Source: an optimization exercise on an open RTL-to-GDS flow (aim: small area, a short achievable clock period and few clock cycles). Production flows keep margins and buffers that such runs may drop.
At most, simulation tests tie the RTL to the original design; equivalence was not proved.
Power figures rest on the tool's default switching activity, not on a simulated workload.

==> inputs of harbor <==
## cnn_layer_top
module cnn_layer_top (
    input  wire                   CLK,
    input  wire                   reset_i,
    input  wire                   start_i,
    output logic                  done_o,
    output logic                  wb_cyc_o,
    output logic                  wb_stb_o,
    output logic                  wb_we_o,
    output cnn_pkg::addr_t        wb_adr_o,
    output cnn_pkg::pixel_t       wb_dat_o,
    input  wire cnn_pkg::pixel_t  wb_dat_i,
    input  wire                   wb_ack_i
);
    typedef logic [15:0] w16_t;
    function automatic w16_t smax(input w16_t a, input w16_t b);
        smax = ($signed(a) > $signed(b)) ? a : b;
    endfunction
    function automatic w16_t add16(input w16_t a, input w16_t b);
        logic [15:0] g, p, gn, pn;
        g = a & b;
        p = a ^ b;
        for (int d = 1; d < 16; d = d * 2) begin
            gn = g;
            pn = p;
            for (int i = d; i < 16; i++) begin
                gn[i] = g[i] | (p[i] & g[i-d]);
                pn[i] = p[i] & p[i-d];
            end
            g = gn;
            p = pn;
        end
        add16 = (a ^ b) ^ {g[14:0], 1'b0};
    endfunction
    logic        busy_q;
    logic        done_q;
    logic        cyc_q;
  ...
==> flow/config.mk <==
export PLATFORM = sky130hd
export DESIGN_NAME = cnn_layer_top
export DESIGN_NICKNAME = cnn_layer_top
export VERILOG_FILES = /design/flow/design.v
export SDC_FILE = /design/flow/constraint.sdc
export NUM_CORES = 4
export LEC_CHECK = 0
export CAP_MARGIN = 20
export CORE_MARGIN = 2
export CORE_UTILIZATION = 40
export CTS_CLUSTER_DIAMETER = 120
export CTS_CLUSTER_SIZE = 25
export SLEW_MARGIN = 20
==> flow/constraint.sdc <==
create_clock -name core_clock -period 11.0 [get_ports {CLK}]
set_input_delay 2.2000 -clock core_clock [delete_from_list [all_inputs] [get_ports {CLK}]]
set_output_delay 2.2000 -clock core_clock [all_outputs]
set_load 0.01 [all_outputs]
standard.sh (not shown) runs the stock make flow with config.mk's settings and CLKGATE_MAP_FILE= SYNTH_SCRIPT=/design/flow/synth_recipe.tcl, a recipe that flattens the netlist after the stock synthesis.
==> flow/flow/run.sh <==
#!/bin/bash
# Layout flow: the standard ORFS flow, with two changes that leave the
# clock period and constraints as they are: timing repair aims at a setup
# slack of 7.45 ns, and the port buffers are buf_4 cells.
set -euo pipefail
bash standard.sh SETUP_SLACK_MARGIN=7.45 "BUFFER_PORTS_ARGS=-buffer_cell sky130_fd_sc_hd__buf_4" finish > standard.log 2>&1
==> amber: changes against harbor <==
--- a/flow/design.v
+++ b/flow/design.v
@@ -871,25 +871,29 @@
     w16_t        f2_q [0:7];
     w16_t        out_q;
     logic [2:0]  or_q, oc_q;   
     logic        ov_q;
     w16_t        hm_q;
     w16_t        pm_q [0:3];
-    logic [3:0]  pa_q;         
+    logic [6:0]  pa_q;         
+    logic [6:0]  pn_q;         
+    logic [6:0]  ca_q, cn_q;   
+    logic [6:0]  ra_q;         
     w16_t        ad_q;         
     logic        c_pend_q, p_pend_q;
     logic [4:0]  sh_q;
     logic free_w;
     logic launch_c, launch_p, launch_r, launch_any;
     logic rd_ok;
     logic [2:0] sh_cnt;
     assign free_w = !cyc_q || wb_ack_i;
     assign rd_ack_w = cyc_q && wb_ack_i && !we_q;
-    w16_t m_w, pr_w, x_q;
+    w16_t m_w, x_w, pr_w;
     assign m_w  = smax(hm_q, out_q);
-    assign pr_w = smax(x_q, out_q);
+    assign x_w  = smax(pm_q[0], hm_q);
+    assign pr_w = smax(x_w, out_q);
     logic [2:0] or_n, oc_n;
     assign oc_n = oc_q + 3'd1;
     assign or_n = (oc_q == 3'd7) ? or_q + 3'd1 : or_q;
     always_comb begin
         sh_cnt = 3'(sh_q[0]) + 3'(sh_q[1]);
     end
@@ -911,27 +915,17 @@
     end
     assign rd_ok    = rd_base_w && ((!c_avail_w && !p_avail_w) || defer_w);
     assign launch_c = busy_q && c_avail_w && !defer_w;
     assign launch_p = busy_q && !c_avail_w && p_avail_w && !defer_w;
     assign launch_r = rd_ok;
     assign launch_any = launch_c || launch_p || launch_r;
-    function automatic logic [6:0] img_adr(input logic [2:0] r, input logic [2:0] c);
-        img_adr = 7'(18) + {1'b0, r, 3'b000} + {3'b000, r, 1'b0} + {4'b0000, c};
-    endfunction
-    logic [6:0] ca_w, cn_w, pn_w, pa_w, ra_w;
-    assign ra_w = kst_q ? {3'b000, lc_q}
-                        : 7'(18) + {lr_q, 3'b000} + {2'b00, lr_q, 1'b0} + {3'b000, lc_q};
-    assign ca_w = img_adr(or_q, oc_q);
-    assign cn_w = img_adr(or_n, oc_n);
-    assign pn_w = img_adr({1'b0, or_q[2:1]}, {1'b0, oc_q[2:1]});
-    assign pa_w = img_adr({1'b0, pa_q[3:2]}, {1'b0, pa_q[1:0]});
     logic [6:0] nxt_adr_w;
     always_comb begin
-        if (launch_c)      nxt_adr_w = c_pend_q ? ca_w : cn_w;
-        else if (launch_p) nxt_adr_w = p_pend_q ? pa_w : pn_w;
-        else               nxt_adr_w = ra_w;
+        if (launch_c)      nxt_adr_w = c_pend_q ? ca_q : cn_q;
+        else if (launch_p) nxt_adr_w = p_pend_q ? pa_q : pn_q;
+        else               nxt_adr_w = ra_q;
     end
     logic h2_w, h1_w, h0_w;
     assign h2_w = seq_q[2];
     assign h1_w = seq_q[1] && !seq_q[2];
     assign h0_w = seq_q[0] && !seq_q[1];
     logic [2:0] seq_d;
@@ -1012,19 +1006,22 @@
                 cur_st_q  <= 1'b0;
                 cur_s3_q  <= 1'b0;
                 cur_w_q   <= 1'b0;
                 cur_row_q <= 2'd0;
                 or_q      <= 3'd7;
                 oc_q      <= 3'd7;
+                cn_q      <= 7'(18);
+                ra_q      <= 7'd1;
                 sh_q      <= '0;
             end else if (busy_q) begin
                 sh_q <= {sh_q[3:0], cyc_q && wb_ack_i && cur_w_q};
                 if (free_w) begin
                     cyc_q <= launch_any;
                     we_q  <= launch_c || launch_p;
                     if (launch_r) begin
+                        ra_q      <= (ra_q == 7'd8) ? 7'(18) : ra_q + 7'd1;
                         cur_k_q   <= kst_q;
                         cur_st_q  <= !kst_q && (lc_q >= 4'd2);
                         cur_s3_q  <= !kst_q && (lc_q >= 4'd2) && (lr_q >= 4'd2);
                         cur_w_q   <= !kst_q && (lc_q >= 4'd2) && (lr_q >= 4'd2) &&
                                      ((lr_q >= 4'd6) || (lc_q >= 4'd6) || (lr_q[0] && lc_q[0]));
                         cur_row_q <= (lr_q == 4'd0) ? 2'd0 : (lr_q == 4'd1) ? 2'd1 : 2'd2;
@@ -1051,12 +1048,15 @@
             seq_q <= seq_d;
             a2_q  <= {h2_w, h1_w, h0_w};
             ov_q <= a2_q[2];
             if (a2_q[2]) begin
                 or_q <= or_n;
                 oc_q <= oc_n;
+                ca_q <= cn_q;
+                cn_q <= (oc_n == 3'd7) ? cn_q + 7'd3 : cn_q + 7'd1;
+                pn_q <= 7'(18) + {1'b0, or_n[2:1], 3'b000} + {3'b000, or_n[2:1], 1'b0} + {5'b0, oc_n[2:1]};
             end
             if (free_w && launch_c) c_pend_q <= c_pend_q && c_now_w;
             else if (c_now_w)       c_pend_q <= 1'b1;
             if (free_w && launch_p) p_pend_q <= p_pend_q && p_now_w;
             else if (p_now_w)       p_pend_q <= 1'b1;
         end
@@ -1095,18 +1095,17 @@
             f2_q[7] <= sum_w;
         end
         if (a2_q[0]) begin
             for (int i = 0; i < 7; i++) f1_q[i] <= f1_q[i+1];
             f1_q[7] <= sum_w;
         end
-        x_q <= smax(pm_q[0], hm_q);
         if (ov_q && !oc_q[0]) hm_q <= out_q;
         if (ov_q && oc_q[0]) begin
             for (int i = 0; i < 3; i++) pm_q[i] <= pm_q[i+1];
             pm_q[3] <= or_q[0] ? pr_w : m_w;
-            if (or_q[0]) pa_q <= {or_q[2:1], oc_q[2:1]};
+            if (or_q[0]) pa_q <= pn_q;
         end
     end
     assign done_o   = done_q;
     assign wb_cyc_o = cyc_q;
     assign wb_stb_o = cyc_q;
     assign wb_we_o  = we_q;
==> flow/flow/run.sh (replaced) <==
#!/bin/bash
# Layout flow: the standard ORFS flow, with two changes that leave the
# clock period and constraints as they are: timing repair aims at a setup
# slack of 7.5 ns, and the port buffers are buf_4 cells.
set -euo pipefail
bash standard.sh SETUP_SLACK_MARGIN=7.5 "BUFFER_PORTS_ARGS=-buffer_cell sky130_fd_sc_hd__buf_4" finish > standard.log 2>&1
==> xenon: changes against harbor <==
--- a/flow/design.v
+++ b/flow/design.v
@@ -857,81 +857,73 @@
     logic        cur_k_q;      
     logic        cur_st_q;     
     logic        cur_s3_q;     
     logic        cur_w_q;      
     logic [1:0]  cur_row_q;    
     logic        rd_ack_w;     
-    logic        kv_q;         
     w16_t        kq [0:8];
     w16_t        p0_q, p1_q, p2_q;
     logic [2:0]  seq_q;        
     logic [7:0]  ko_q [0:2], kw_q [0:2], kn_q [0:2];
     logic [63:0] r1_q;        
     logic [2:0]  a2_q;         
     w16_t        f1_q [0:7];
     w16_t        f2_q [0:7];
     w16_t        out_q;
     logic [2:0]  or_q, oc_q;   
-    logic        ov_q;
+    logic        ov_q, pv_q;
     w16_t        hm_q;
     w16_t        pm_q [0:3];
-    logic [3:0]  pa_q;         
+    logic [6:0]  pa_q;         
+    logic [6:0]  pn_q;         
+    logic [6:0]  ca_q, cn_q;   
+    logic [6:0]  ra_q;         
     w16_t        ad_q;         
     logic        c_pend_q, p_pend_q;
     logic [4:0]  sh_q;
     logic free_w;
     logic launch_c, launch_p, launch_r, launch_any;
     logic rd_ok;
     logic [2:0] sh_cnt;
     assign free_w = !cyc_q || wb_ack_i;
     assign rd_ack_w = cyc_q && wb_ack_i && !we_q;
-    w16_t m_w, pr_w, x_q;
-    assign m_w  = smax(hm_q, out_q);
-    assign pr_w = smax(x_q, out_q);
+    w16_t pr_w;
+    assign pr_w = smax(pm_q[0], hm_q);
     logic [2:0] or_n, oc_n;
     assign oc_n = oc_q + 3'd1;
     assign or_n = (oc_q == 3'd7) ? or_q + 3'd1 : or_q;
     always_comb begin
-        sh_cnt = 3'(sh_q[0]) + 3'(sh_q[1]);
+        sh_cnt = 3'(sh_q[0]) + 3'(sh_q[1]) + 3'(sh_q[2]);
     end
     logic c_now_w, p_now_w, c_avail_w, p_avail_w;
     assign c_now_w   = a2_q[2] && (or_n[2] || oc_n[2]);
-    assign p_now_w   = ov_q && oc_q[0] && or_q[0];
+    assign p_now_w   = pv_q && or_q[0];
     assign c_avail_w = c_pend_q || c_now_w;
     assign p_avail_w = p_pend_q || p_now_w;
-    logic rd_base_w, defer_w;
+    logic rd_base_w, nxt_s3_w, defer_w;
     assign rd_base_w = busy_q && !rd_done_q && !(cyc_q && cur_s3_q) && (sh_cnt <= 3'd1);
+    assign nxt_s3_w  = !kst_q && (lc_q >= 4'd2) && (lr_q >= 4'd2);
     always_comb begin
         defer_w = 1'b0;
-        if (rd_base_w && !seq_q[2]) begin
+        if (rd_base_w && nxt_s3_w && !seq_q[2]) begin
             if (c_now_w && !c_pend_q && !p_avail_w)                  defer_w = 1'b1;
             if (c_pend_q && !c_now_w && !a2_q[2] && !p_avail_w)      defer_w = 1'b1;
             if (p_avail_w && !(p_pend_q && p_now_w) && !c_avail_w &&
                 !a2_q[2] && !ov_q)                                   defer_w = 1'b1;
         end
     end
     assign rd_ok    = rd_base_w && ((!c_avail_w && !p_avail_w) || defer_w);
     assign launch_c = busy_q && c_avail_w && !defer_w;
     assign launch_p = busy_q && !c_avail_w && p_avail_w && !defer_w;
     assign launch_r = rd_ok;
     assign launch_any = launch_c || launch_p || launch_r;
-    function automatic logic [6:0] img_adr(input logic [2:0] r, input logic [2:0] c);
-        img_adr = 7'(18) + {1'b0, r, 3'b000} + {3'b000, r, 1'b0} + {4'b0000, c};
-    endfunction
-    logic [6:0] ca_w, cn_w, pn_w, pa_w, ra_w;
-    assign ra_w = kst_q ? {3'b000, lc_q}
-                        : 7'(18) + {lr_q, 3'b000} + {2'b00, lr_q, 1'b0} + {3'b000, lc_q};
-    assign ca_w = img_adr(or_q, oc_q);
-    assign cn_w = img_adr(or_n, oc_n);
-    assign pn_w = img_adr({1'b0, or_q[2:1]}, {1'b0, oc_q[2:1]});
-    assign pa_w = img_adr({1'b0, pa_q[3:2]}, {1'b0, pa_q[1:0]});
     logic [6:0] nxt_adr_w;
     always_comb begin
-        if (launch_c)      nxt_adr_w = c_pend_q ? ca_w : cn_w;
-        else if (launch_p) nxt_adr_w = p_pend_q ? pa_w : pn_w;
-        else               nxt_adr_w = ra_w;
+        if (launch_c)      nxt_adr_w = c_pend_q ? ca_q : cn_q;
+        else if (launch_p) nxt_adr_w = p_pend_q ? pa_q : pn_q;
+        else               nxt_adr_w = ra_q;
     end
     logic h2_w, h1_w, h0_w;
     assign h2_w = seq_q[2];
     assign h1_w = seq_q[1] && !seq_q[2];
     assign h0_w = seq_q[0] && !seq_q[1];
     logic [2:0] seq_d;
@@ -977,25 +969,26 @@
         .sa(sa_w), .sb(sb_w)
     );
     assign sum_w = add16(sa_w, sb_w);
     logic fin_w;
     assign fin_w = busy_q && rd_done_q && cyc_q && we_q && wb_ack_i && !launch_any &&
                    (seq_q == 3'b000) && (a2_q == 3'b000) &&
-                   !ov_q &&
+                   !ov_q && !pv_q &&
                    !c_pend_q && !p_pend_q;
     always_ff @(posedge CLK) begin
         if (reset_i) begin
             busy_q    <= 1'b0;
             done_q    <= 1'b0;
             cyc_q     <= 1'b0;
             we_q      <= 1'b0;
             cur_s3_q  <= 1'b0;
             cur_w_q   <= 1'b0;
             seq_q     <= 3'b000;
             a2_q      <= 3'b000;
             ov_q      <= 1'b0;
+            pv_q      <= 1'b0;
             c_pend_q  <= 1'b0;
             p_pend_q  <= 1'b0;
             sh_q      <= '0;
             rd_done_q <= 1'b0;
         end else begin
             done_q <= fin_w;
@@ -1012,19 +1005,22 @@
                 cur_st_q  <= 1'b0;
                 cur_s3_q  <= 1'b0;
                 cur_w_q   <= 1'b0;
                 cur_row_q <= 2'd0;
                 or_q      <= 3'd7;
                 oc_q      <= 3'd7;
+                cn_q      <= 7'(18);
+                ra_q      <= 7'd1;
                 sh_q      <= '0;
             end else if (busy_q) begin
                 sh_q <= {sh_q[3:0], cyc_q && wb_ack_i && cur_w_q};
                 if (free_w) begin
                     cyc_q <= launch_any;
                     we_q  <= launch_c || launch_p;
                     if (launch_r) begin
+                        ra_q      <= (ra_q == 7'd8) ? 7'(18) : ra_q + 7'd1;
                         cur_k_q   <= kst_q;
                         cur_st_q  <= !kst_q && (lc_q >= 4'd2);
                         cur_s3_q  <= !kst_q && (lc_q >= 4'd2) && (lr_q >= 4'd2);
                         cur_w_q   <= !kst_q && (lc_q >= 4'd2) && (lr_q >= 4'd2) &&
                                      ((lr_q >= 4'd6) || (lc_q >= 4'd6) || (lr_q[0] && lc_q[0]));
                         cur_row_q <= (lr_q == 4'd0) ? 2'd0 : (lr_q == 4'd1) ? 2'd1 : 2'd2;
@@ -1051,15 +1047,19 @@
             seq_q <= seq_d;
             a2_q  <= {h2_w, h1_w, h0_w};
             ov_q <= a2_q[2];
             if (a2_q[2]) begin
                 or_q <= or_n;
                 oc_q <= oc_n;
+                ca_q <= cn_q;
+                cn_q <= (oc_n == 3'd7) ? cn_q + 7'd3 : cn_q + 7'd1;
+                pn_q <= 7'(18) + {1'b0, or_n[2:1], 3'b000} + {3'b000, or_n[2:1], 1'b0} + {5'b0, oc_n[2:1]};
             end
             if (free_w && launch_c) c_pend_q <= c_pend_q && c_now_w;
             else if (c_now_w)       c_pend_q <= 1'b1;
+            pv_q <= ov_q && oc_q[0];
             if (free_w && launch_p) p_pend_q <= p_pend_q && p_now_w;
             else if (p_now_w)       p_pend_q <= 1'b1;
         end
     end
     always_ff @(posedge CLK) begin
         if (free_w && launch_any) begin
@@ -1068,20 +1068,20 @@
             else          dat_q <= p_pend_q ? pm_q[3] : pr_w;
         end
         if (!busy_q && !done_q && start_i) begin
             adr_q <= 7'd0;
         end
         if (rd_ack_w) begin
-            p0_q <= wb_dat_i;
-            p1_q <= p0_q;
-            p2_q <= p1_q;
-        end
-        kv_q <= rd_ack_w && cur_k_q;
-        if (kv_q) begin
-            kq[0] <= p0_q;
-            for (int i = 1; i < 9; i++) kq[i] <= kq[i-1];
+            if (cur_k_q) begin
+                kq[0] <= wb_dat_i;
+                for (int i = 1; i < 9; i++) kq[i] <= kq[i-1];
+            end else begin
+                p0_q <= wb_dat_i;
+                p1_q <= p0_q;
+                p2_q <= p1_q;
+            end
         end
         for (int j = 0; j < 3; j++) begin
             ko_q[j] <= ko_w[j];
             kw_q[j] <= kw_w[j];
             kn_q[j] <= kg_w[j];
         end
@@ -1095,18 +1095,19 @@
             f2_q[7] <= sum_w;
         end
         if (a2_q[0]) begin
             for (int i = 0; i < 7; i++) f1_q[i] <= f1_q[i+1];
             f1_q[7] <= sum_w;
         end
-        x_q <= smax(pm_q[0], hm_q);
-        if (ov_q && !oc_q[0]) hm_q <= out_q;
-        if (ov_q && oc_q[0]) begin
+        if (ov_q) hm_q <= oc_q[0] ? smax(hm_q, out_q) : out_q;
+        if (pv_q) begin
             for (int i = 0; i < 3; i++) pm_q[i] <= pm_q[i+1];
-            pm_q[3] <= or_q[0] ? pr_w : m_w;
-            if (or_q[0]) pa_q <= {or_q[2:1], oc_q[2:1]};
+            pm_q[3] <= or_q[0] ? pr_w : hm_q;
+            if (or_q[0]) begin
+                pa_q   <= pn_q;
+            end
         end
     end
     assign done_o   = done_q;
     assign wb_cyc_o = cyc_q;
     assign wb_stb_o = cyc_q;
     assign wb_we_o  = we_q;
==> flow/flow/run.sh (replaced) <==
#!/bin/bash
# Layout flow: the standard ORFS flow, with timing repair aimed at a
# setup slack of 7.4 ns (the clock period and constraints are unchanged).
set -euo pipefail
bash standard.sh SETUP_SLACK_MARGIN=7.4 finish > standard.log 2>&1
--- a/flow/config.mk
+++ b/flow/config.mk
@@ -5,9 +5,7 @@
 export SDC_FILE = /design/flow/constraint.sdc
 export NUM_CORES = 4
 export LEC_CHECK = 0
 export CAP_MARGIN = 20
 export CORE_MARGIN = 2
 export CORE_UTILIZATION = 40
-export CTS_CLUSTER_DIAMETER = 120
-export CTS_CLUSTER_SIZE = 25
 export SLEW_MARGIN = 20
==> comparison <==
harbor completed without violations. xenon completed without violations. amber completed with no timing, DRC or antenna violations. Combinational power: harbor > amber > xenon. Utilization: harbor < amber < xenon. Sequential share of layout area: amber < xenon < harbor. Total power: xenon > harbor > amber. The highest worst setup slack belongs to xenon, the lowest to amber.
Testbench counts of harbor, summed over its fixed seeds: cycles 11,552.
The RTL of amber and xenon was laid out without a check of its function.

## static timing again, ports no longer ideal
The results above use ideal ports. As a check the final layouts listed here were re-extracted and re-timed, cells and wires unchanged. Step 1: set_driving_cell puts a clkbuf_16 on CLK and a buf_2 on each other input, an assumption about the parent block. Step 2 times the ports against the registers' clock, not the clock port: input delays grow and output delays shrink by t, the midpoint of the rising clock arrivals with the driver on. a / b / c = no drivers / after step 1 / after step 2; a / b = the first two.
run	t, ns	slack for setup (ns)	slew at the worst register clock pin (ns)	cell pins on the clock port's net
harbor	0.665	7.344 / 7.344 / 7.081	0.11 / 0.11	1
amber	0.663	6.558 / 6.558 / 6.558	0.12 / 0.12	1
xenon	0.712	7.381 / 7.381 / 6.851	0.06 / 0.06	1
After both steps every run listed still meets setup and hold. The setup slack of xenon, which loses most, moves by 0.000 ns with the drivers and by -0.530 ns with both steps.
